This design comes from an exercise in tuning for a short achievable clock period and few clock cycles per item on the open sky130 flow, not from production work.
Function was checked by simulation only, so behaviour that the tests miss may differ from the original.
The flow treats the clock pin as an ideal source, which a real chip does not have.

==> build 76: inputs <==
==> flow/design.v <==
module rmw_counter_pipe #(
    parameter int unsigned AW = 8,
    parameter int unsigned DW = 16,
    parameter int unsigned IW = 8
) (
    input  logic          clk,
    input  logic          rst_n,
    input  logic          cmd_valid,
    output logic          cmd_ready,
    input  logic [1:0]    cmd_op,
    input  logic [AW-1:0] cmd_addr,
    input  logic [IW-1:0] cmd_inc,
    output logic          rsp_valid,
    output logic [1:0]    rsp_op,
    output logic [AW-1:0] rsp_addr,
    output logic [DW-1:0] rsp_data,
    output logic          rsp_sat
);
    localparam logic [1:0] OpInc   = 2'b00;
    localparam logic [1:0] OpClear = 2'b10;
    function automatic logic [8:0] add8(input logic [7:0] x, input logic [7:0] a);
        logic [7:0] g, p, gk, pk, gn, pn;
        g  = x & a;
        p  = x ^ a;
        gk = g;
        pk = p;
        for (int d = 1; d < 8; d = d * 2) begin
            gn = gk;
            pn = pk;
            for (int i = d; i < 8; i++) begin
                gn[i] = gk[i] | (pk[i] & gk[i-d]);
                pn[i] = pk[i] & pk[i-d];
            end
            gk = gn;
            pk = pn;
        end
        add8 = {gk[7], p ^ {gk[6:0], 1'b0}};
    endfunction
    function automatic logic [8:0] inc8(input logic [7:0] x, input logic c);
        logic [8:0] t, tk, tn;
        tk = {x, c};
        for (int d = 1; d < 9; d = d * 2) begin
            tn = tk;
            for (int i = d; i < 9; i++) tn[i] = tk[i] & tk[i-d];
            tk = tn;
        end
        inc8 = {tk[8], x ^ tk[7:0]};
    endfunction
    logic       run_q, ready_q;
    logic [7:0] ic_q;
    assign cmd_ready = ready_q;
    always_ff @(posedge clk or negedge rst_n) begin
        if (!rst_n) begin
            run_q <= 1'b0;
            ic_q  <= '0;
        end else if (!run_q) begin
            ic_q <= ic_q + 1'b1;
            if (ic_q == 8'hFF) run_q <= 1'b1;
        end
    end
    always_ff @(posedge clk or negedge rst_n) begin
        if (!rst_n) ready_q <= 1'b0;
        else        ready_q <= ready_q | (ic_q == 8'hFF);
    end
    logic v0_q, v1_q, v2_q, v3_q, v4_q;
    logic w4_q, w5_q;             
    logic w3;
    always_ff @(posedge clk or negedge rst_n) begin
        if (!rst_n) begin
            v0_q <= 1'b0;
            v1_q <= 1'b0;
            v2_q <= 1'b0;
            v3_q <= 1'b0;
            v4_q <= 1'b0;
            w4_q <= 1'b0;
            w5_q <= 1'b0;
        end else begin
            v0_q <= cmd_valid && run_q;
            v1_q <= v0_q;
            v2_q <= v1_q;
            v3_q <= v2_q;
            v4_q <= v3_q;
            w4_q <= w3;
            w5_q <= w4_q;
        end
    end
    logic [1:0]   op0_q;
    logic [7:0]   a0_q;
    logic [7:0]   inc0_q;
    logic [255:0] rsel_q;         
    logic         h4_0_q, h5_0_q;   
    logic [7:0]   wa4_q;          
    always_ff @(posedge clk) begin
        h4_0_q <= w3 && (cmd_addr == a3_q);
        h5_0_q <= w4_q && (cmd_addr == wa4_q);
        op0_q  <= cmd_op;
        a0_q   <= cmd_addr;
        inc0_q <= cmd_inc;
        for (int i = 0; i < 256; i++) rsel_q[i] <= (cmd_addr == 8'(i));
    end
    logic [15:0] mem_q [256];
    logic [15:0] wb_gen_q, wb_ren_q;
    logic [15:0] wb_d_q;
    for (genvar i = 0; i < 256; i++) begin : g_mem
        always_ff @(posedge clk) begin
            if (wb_gen_q[i/16] && wb_ren_q[i%16]) mem_q[i] <= wb_d_q;
        end
    end
    logic [1:0]  op1_q, op2_q, op3_q;
    logic [7:0]  a1_q, a2_q, a3_q;
    logic [7:0]  addend1_q, addend2_q;
    logic        clr1_q, clr2_q, clr3_q;
    logic        anz1_q, anz2_q, anz3_q;
    logic        h1_1_q, h1_2_q, h1_3_q;
    logic        h2_1_q, h2_2_q, h2_3_q;
    logic        sl2_q, sp2_q;        
    logic        sel_2_q, sel_3_q, sel_4_q, sel_5_q;
    logic [15:0] sel_g_q;
    logic [15:0] grp_d [16];
    logic [15:0] grp_q [16];
    logic        h2, h3, h4, h5;
    assign h2 = v2_q && (a2_q == a0_q);
    assign h3 = v3_q && (a3_q == a0_q);
    assign h4 = h4_0_q;
    assign h5 = h5_0_q;
    always_ff @(posedge clk) begin
        op1_q     <= op0_q;
        a1_q      <= a0_q;
        addend1_q <= (op0_q == OpInc) ? inc0_q : 8'd0;
        anz1_q    <= (op0_q == OpInc) && (inc0_q != 8'd0);
        clr1_q    <= (op0_q == OpClear);
        h1_1_q    <= v1_q && (a1_q == a0_q);
        h2_1_q    <= h2;
        sel_2_q   <= h2;
        sel_3_q   <= !h2 && h3;
        sel_4_q   <= !h2 && !h3 && h4;
        sel_5_q   <= !h2 && !h3 && !h4 && h5;
        for (int g = 0; g < 16; g++) begin
            sel_g_q[g] <= !(h2 || h3 || h4 || h5) && (a0_q[7:4] == 4'(g));
        end
    end
    for (genvar g = 0; g < 16; g++) begin : g_grp
        always_comb begin
            grp_d[g] = '0;
            for (int r = 0; r < 16; r++) grp_d[g] = grp_d[g] | ({16{rsel_q[g*16+r]}} & mem_q[g*16+r]);
        end
    end
    always_ff @(posedge clk) begin
        for (int g = 0; g < 16; g++) grp_q[g] <= grp_d[g];
    end
    logic [15:0] pre_d, pre_q;
    logic [7:0]  lo_q;            
    logic [15:0] data_q;          
    logic [7:0]  hi_q;            
    logic        sat_q;           
    logic [7:0]  lo_d1_q;         
    logic [15:0] wb_d2_q;         
    always_comb begin
        pre_d = ({16{sel_2_q}} & {8'd0, lo_q}) | ({16{sel_3_q && sat_q}})
              | ({16{sel_3_q}} & {hi_q, lo_d1_q})
              | ({16{sel_4_q}} & wb_d_q) | ({16{sel_5_q}} & wb_d2_q);
        for (int g = 0; g < 16; g++) pre_d = pre_d | ({16{sel_g_q[g]}} & grp_q[g]);
    end
    always_ff @(posedge clk) begin
        op2_q     <= op1_q;
        a2_q      <= a1_q;
        addend2_q <= addend1_q;
        anz2_q    <= anz1_q;
        clr2_q    <= clr1_q;
        h1_2_q    <= h1_1_q;
        h2_2_q    <= h2_1_q;
        sl2_q     <= h1_1_q && !clr1_q;
        sp2_q     <= !h1_1_q && !clr1_q;
        pre_q     <= pre_d;
    end
    logic [8:0] sum_l, sum_p;
    logic       c8_q;
    logic [7:0] hb_q;
    logic       sb_q;
    assign w3    = v3_q && (op3_q == OpInc || op3_q == OpClear);
    assign sum_l = add8(lo_q, addend2_q);
    assign sum_p = add8(pre_q[7:0], addend2_q);
    always_ff @(posedge clk) begin
        op3_q   <= op2_q;
        a3_q    <= a2_q;
        anz3_q  <= anz2_q;
        clr3_q  <= clr2_q;
        h1_3_q  <= h1_2_q;
        h2_3_q  <= h2_2_q;
        hb_q    <= h2_2_q ? hi_q : pre_q[15:8];
        sb_q    <= h2_2_q && sat_q;
        lo_q    <= ({8{sl2_q}} & sum_l[7:0]) | ({8{sp2_q}} & sum_p[7:0]);
        c8_q    <= (sl2_q & sum_l[8]) | (sp2_q & sum_p[8]);
    end
    logic [8:0] inc_l, inc_p;
    logic [7:0] hi_n;
    logic       sat_b, ovf, sat_n;
    logic [1:0] op4_q;
    logic [7:0] a4_q;
    logic       rsat_q;
    assign inc_l = inc8(hi_q, 1'b1);
    assign inc_p = inc8(hb_q, 1'b1);
    always_comb begin
        if (h1_3_q) begin
            hi_n  = c8_q ? inc_l[7:0] : hi_q;
            ovf   = c8_q && inc_l[8];
            sat_b = sat_q;
        end else begin
            hi_n  = c8_q ? inc_p[7:0] : hb_q;
            ovf   = c8_q && inc_p[8];
            sat_b = sb_q;
        end
        if (clr3_q) hi_n = 8'd0;
        sat_n = !clr3_q && (sat_b || ovf);
    end
    always_ff @(posedge clk) begin
        op4_q   <= op3_q;
        a4_q    <= a3_q;
        hi_q    <= hi_n;
        sat_q   <= sat_n;
        lo_d1_q <= lo_q;
        data_q  <= sat_n ? 16'hFFFF : {hi_n, lo_q};
        rsat_q  <= sat_b ? anz3_q : ovf;
        if (w3) wa4_q <= a3_q;
    end
    logic       wb_we;
    logic [7:0] wb_a;
    assign wb_we = !run_q || w4_q;
    assign wb_a  = run_q ? wa4_q : ic_q;
    always_ff @(posedge clk or negedge rst_n) begin
        if (!rst_n) wb_gen_q <= '0;
        else for (int g = 0; g < 16; g++) wb_gen_q[g] <= wb_we && (wb_a[7:4] == 4'(g));
    end
    always_ff @(posedge clk) begin
        for (int r = 0; r < 16; r++) wb_ren_q[r] <= (wb_a[3:0] == 4'(r));
        wb_d_q  <= !run_q ? 16'd0 : (sat_q ? 16'hFFFF : {hi_q, lo_d1_q});
        wb_d2_q <= wb_d_q;
    end
    assign rsp_valid = v4_q;
    assign rsp_op    = op4_q;
    assign rsp_addr  = a4_q;
    assign rsp_data  = data_q;
    assign rsp_sat   = rsat_q;
endmodule
==> flow/flow/run.sh <==
#!/bin/bash
# Standard ORFS layout with two changes at clock tree synthesis (flow/pre_cts.tcl): before it,
# each output port's register is moved beside the port's buffer; right after the tree is built,
# its root buffer is removed so the clock port drives the four first-level buffers directly.
# Timing repair then runs on that tree as usual.
set -euo pipefail
W=$(cd "$(dirname "$0")/.." && pwd)
cd "$W"
export PRE_CTS_TCL="$W/flow/pre_cts.tcl"
bash standard.sh finish > "$W/standard.log" 2>&1
==> flow/flow/out_regs.tcl <==
# Place each output port's register right beside the port's buffer, so the register drives a
# short wire; detailed placement then makes the moves legal.
proc my_pull_output_regs { } {
  set block [ord::get_db_block]
  set moved 0
  foreach bterm [$block getBTerms] {
    if { [$bterm getIoType] != "OUTPUT" } { continue }
    set net [$bterm getNet]
    if { $net == "NULL" } { continue }
    set buf ""
    foreach it [$net getITerms] {
      if { [$it isOutputSignal] } { set buf [$it getInst] }
    }
    if { $buf == "" } { continue }
    set in_net ""
    foreach it [$buf getITerms] {
      if { [$it isInputSignal] } { set in_net [$it getNet] }
    }
    if { $in_net == "" || $in_net == "NULL" } { continue }
    set reg ""
    foreach it [$in_net getITerms] {
      if { [$it isOutputSignal] } { set reg [$it getInst] }
    }
    if { $reg == "" || ![[$reg getMaster] isSequential] } { continue }
    set loc [$buf getLocation]
    $reg setLocation [lindex $loc 0] [lindex $loc 1]
    $reg setPlacementStatus PLACED
    incr moved
    # a register that feeds back to itself through one gate takes that gate along
    foreach it [$reg getITerms] {
      if { ![$it isInputSignal] || [[$it getMTerm] getName] != "D" } { continue }
      set dnet [$it getNet]
      foreach dit [$dnet getITerms] {
        if { ![$dit isOutputSignal] } { continue }
        set gate [$dit getInst]
        set fb 0
        foreach git [$gate getITerms] {
          if { [$git isInputSignal] && [$git getNet] == $in_net } { set fb 1 }
        }
        if { $fb && [llength [$dnet getITerms]] == 2 } {
          $gate setLocation [lindex $loc 0] [lindex $loc 1]
          $gate setPlacementStatus PLACED
          incr moved
        }
      }
    }
  }
  puts "moved $moved output registers beside their port buffers"
}
==> flow/flow/pre_cts.tcl <==
# Before clock tree synthesis: pull the output registers beside their port buffers. After
# ORFS's own clock_tree_synthesis call: remove the tree's root buffer before the timing repair
# that follows it in cts.tcl.
source [file join [file dirname [info script]] root_fix.tcl]
source [file join [file dirname [info script]] out_regs.tcl]
my_pull_output_regs
detailed_placement
check_placement -verbose
rename clock_tree_synthesis my_orig_clock_tree_synthesis
proc clock_tree_synthesis { args } {
  uplevel 1 [list my_orig_clock_tree_synthesis {*}$args]
  my_remove_clock_root clk
  estimate_parasitics -placement
  report_clock_latency
}
==> flow/flow/root_fix.tcl <==
proc my_remove_clock_root { port } {
  set block [ord::get_db_block]
  set clk_net [[$block findBTerm $port] getNet]
  set root_iterms [$clk_net getITerms]
  if { [llength $root_iterms] != 1 } { return }
  set root [[lindex $root_iterms 0] getInst]
  set out_net ""
  foreach it [$root getITerms] {
    if { [$it isOutputSignal] } { set out_net [$it getNet] }
  }
  set loads {}
  foreach it [$out_net getITerms] {
    if { [$it getInst] != $root } { lappend loads $it }
  }
  puts "root buffer [$root getName] drives [llength $loads] pins"
  if { [llength $loads] > 4 } { return }
  set clk_name [$clk_net getName]
  set out_name [$out_net getName]
  foreach it $loads {
    set pin "[[$it getInst] getName]/[[$it getMTerm] getName]"
    disconnect_pin $out_name $pin
    connect_pin $clk_name $pin
  }
  delete_instance [$root getName]
  delete_net $out_name
  puts "removed root clock buffer; clock port now drives [llength $loads] buffers"
}
==> flow/standard.sh <==
#!/bin/bash
# synth_recipe.tcl (not shown) runs the flow's synth.tcl, then flattens the netlist and writes it again
# the make line also repeats each setting of config.mk as NAME=value (left out here)
make -C /OpenROAD-flow-scripts/flow DESIGN_CONFIG=/design/flow/config.mk WORK_HOME=/design/flow/orfs CLKGATE_MAP_FILE= SYNTH_SCRIPT=/design/flow/synth_recipe.tcl "${@:-finish}"
==> flow/config.mk <==
export PLATFORM = sky130hd
export DESIGN_NAME = rmw_counter_pipe
export DESIGN_NICKNAME = rmw_counter_pipe
export VERILOG_FILES = /design/flow/design.v
export SDC_FILE = /design/flow/constraint.sdc
export NUM_CORES = 4
export LEC_CHECK = 0
export ABC_CLOCK_PERIOD_IN_PS = 1500
export CAP_MARGIN = 20
export CORE_MARGIN = 2
export CORE_UTILIZATION = 45
export CTS_CLUSTER_DIAMETER = 150
export CTS_CLUSTER_SIZE = 30
export SETUP_SLACK_MARGIN = 2.5
export SLEW_MARGIN = 20
export SYNTH_MEMORY_MAX_BITS = 8192
==> flow/constraint.sdc <==
create_clock -name core_clock -period 4.4 [get_ports {clk}]
set_input_delay 0.8800 -clock core_clock [delete_from_list [all_inputs] [get_ports {clk}]]
set_output_delay 0.8800 -clock core_clock [all_outputs]
set_load 0.01 [all_outputs]
==> inputs of trial 18, as changes to build 76 <==
==> flow/flow/run.sh (replaced) <==
#!/bin/bash
# Standard ORFS layout with two changes at clock tree synthesis (flow/pre_cts.tcl): before it,
# each output port's register is moved beside the port's buffer; right after the tree is built,
# its root buffer is removed so the clock port drives the four first-level buffers directly,
# and those buffers and the ones they drive become inverters (two inversions keep the polarity).
# Timing repair then runs on that tree as usual.
set -euo pipefail
W=$(cd "$(dirname "$0")/.." && pwd)
cd "$W"
export PRE_CTS_TCL="$W/flow/pre_cts.tcl"
bash standard.sh finish > "$W/standard.log" 2>&1
==> flow/flow/pre_cts.tcl (replaced) <==
# Before clock tree synthesis: pull the output registers beside their port buffers. After
# ORFS's own clock_tree_synthesis call: remove the tree's root buffer and make the two levels
# below the port inverters, before the timing repair that follows it in cts.tcl.
source [file join [file dirname [info script]] root_fix.tcl]
source [file join [file dirname [info script]] out_regs.tcl]
my_pull_output_regs
detailed_placement
check_placement -verbose
rename clock_tree_synthesis my_orig_clock_tree_synthesis
proc clock_tree_synthesis { args } {
  uplevel 1 [list my_orig_clock_tree_synthesis {*}$args]
  my_remove_clock_root clk
  my_invert_top_levels clk sky130_fd_sc_hd__clkinv_16
  detailed_placement
  estimate_parasitics -placement
  report_clock_latency
}
--- a/flow/flow/root_fix.tcl
+++ b/flow/flow/root_fix.tcl
@@ -26,2 +26,49 @@
   puts "removed root clock buffer; clock port now drives [llength $loads] buffers"
 }
+
+# Turn the two buffer levels below the clock port into inverters (the port-driven level and
+# the level it drives), which together keep the clock's polarity: an inverter is one stage
+# where a buffer is two. Done only when every load of the port-driven level is a buffer.
+proc my_invert_top_levels { port master } {
+  set block [ord::get_db_block]
+  set clk_net [[$block findBTerm $port] getNet]
+  set l1 {}
+  set l2 {}
+  foreach it [$clk_net getITerms] {
+    set inst [$it getInst]
+    if { ![string match "*clkbuf*" [[$inst getMaster] getName]] } { return }
+    lappend l1 $inst
+    set out [[$inst findITerm X] getNet]
+    if { $out == "NULL" } { return }
+    foreach lt [$out getITerms] {
+      set li [$lt getInst]
+      if { $li == $inst } { continue }
+      if { ![string match "*clkbuf*" [[$li getMaster] getName]] } { return }
+      if { [[$li findITerm X] getNet] == "NULL" } { return }
+      lappend l2 $li
+    }
+  }
+  set n 0
+  foreach inst [concat $l1 $l2] {
+    my_buf_to_inv [$inst getName] $master
+    incr n
+  }
+  puts "clock tree: $n buffers in the top two levels replaced by $master"
+}
+
+# Replace buffer name by an inverter of the given master, at the same place on the same nets.
+proc my_buf_to_inv { name master } {
+  set block [ord::get_db_block]
+  set inst [$block findInst $name]
+  set loc [$inst getLocation]
+  set in_name [[[$inst findITerm A] getNet] getName]
+  set out_name [[[$inst findITerm X] getNet] getName]
+  delete_instance $name
+  set new "${name}_inv"
+  make_instance $new $master
+  connect_pin $in_name $new/A
+  connect_pin $out_name $new/Y
+  set ni [$block findInst $new]
+  $ni setLocation [lindex $loc 0] [lindex $loc 1]
+  $ni setPlacementStatus PLACED
+}
==> qor summary <==
| metric | build 76 | trial 18 |
|---|---|---|
| Detailed-routed wire length on met2 | 247000 um | 247000 um |
| Initial antenna violation count | 56 | 51 |
| Kind of critical path | flip-flop to output port | flip-flop to flip-flop |
| Util after Layout | 0.491 | 0.491 |
| Wire length the detailed router placed on met1 | 204000 um | 205000 um |
| Number of DRC markers in iteration 0 | 14800 | 14200 |
| Number of combinational gates with multiple inputs | 3454 | 3453 |
| Routed wire length per instance | 38.7 um | 38.6 um |
| Min Clock Period, post-route | 2.15 ns | 2.00 ns |
| Final net count | 8936 | 8934 |
| DR WL met3 | 63100 um | 61400 um |
| Number of fill cells | 30300 | 30300 |
| FF/Latch Area | 0.139 mm2 | 0.139 mm2 |
| Result of the run | no timing/DRC/antenna violations | no timing/DRC/antenna violations |
| Type of element capturing the critical path | output port | flip-flop |
| Worst reg2reg setup slack | 2.38 ns | 2.40 ns |
Testbench counts of build 76, summed over its fixed seeds: cycles 24,032, items 24,000.
Testbench counts of trial 18, summed over its fixed seeds: cycles 24,032, items 24,000.

==> separate check: timing with driven ports <==
The results above use ideal ports. As a check the final layouts listed here were re-extracted and re-timed, cells and wires unchanged. Step 1, drivers: a clkbuf_16 drives clk and a buf_2 each remaining input, both assumed. Step 2 also shifts input and output timing later by t, the mid clock arrival at the registers, as if the neighbouring blocks saw the same clock. a / b / c = ideal ports / drivers / drivers and shift; a / b = the first two.
run | t (ns) | setup slack, ns | clock arrival spread, ns | worst register clock-pin slew, ns | worst slew at a driven data input, ns
build 76 | 0.906 | 2.245 / 2.064 / 1.718 | 0.090 / 0.088 | 0.12 / 0.12 | 0.19
trial 18 | 0.871 | 2.396 / 2.106 / 1.878 | 0.066 / 0.065 | 0.12 / 0.12 | 0.18
After both steps every run listed still meets setup and hold. For build 76, which loses most, drivers alone change the setup slack by -0.181 ns; drivers and shift together by -0.527 ns.
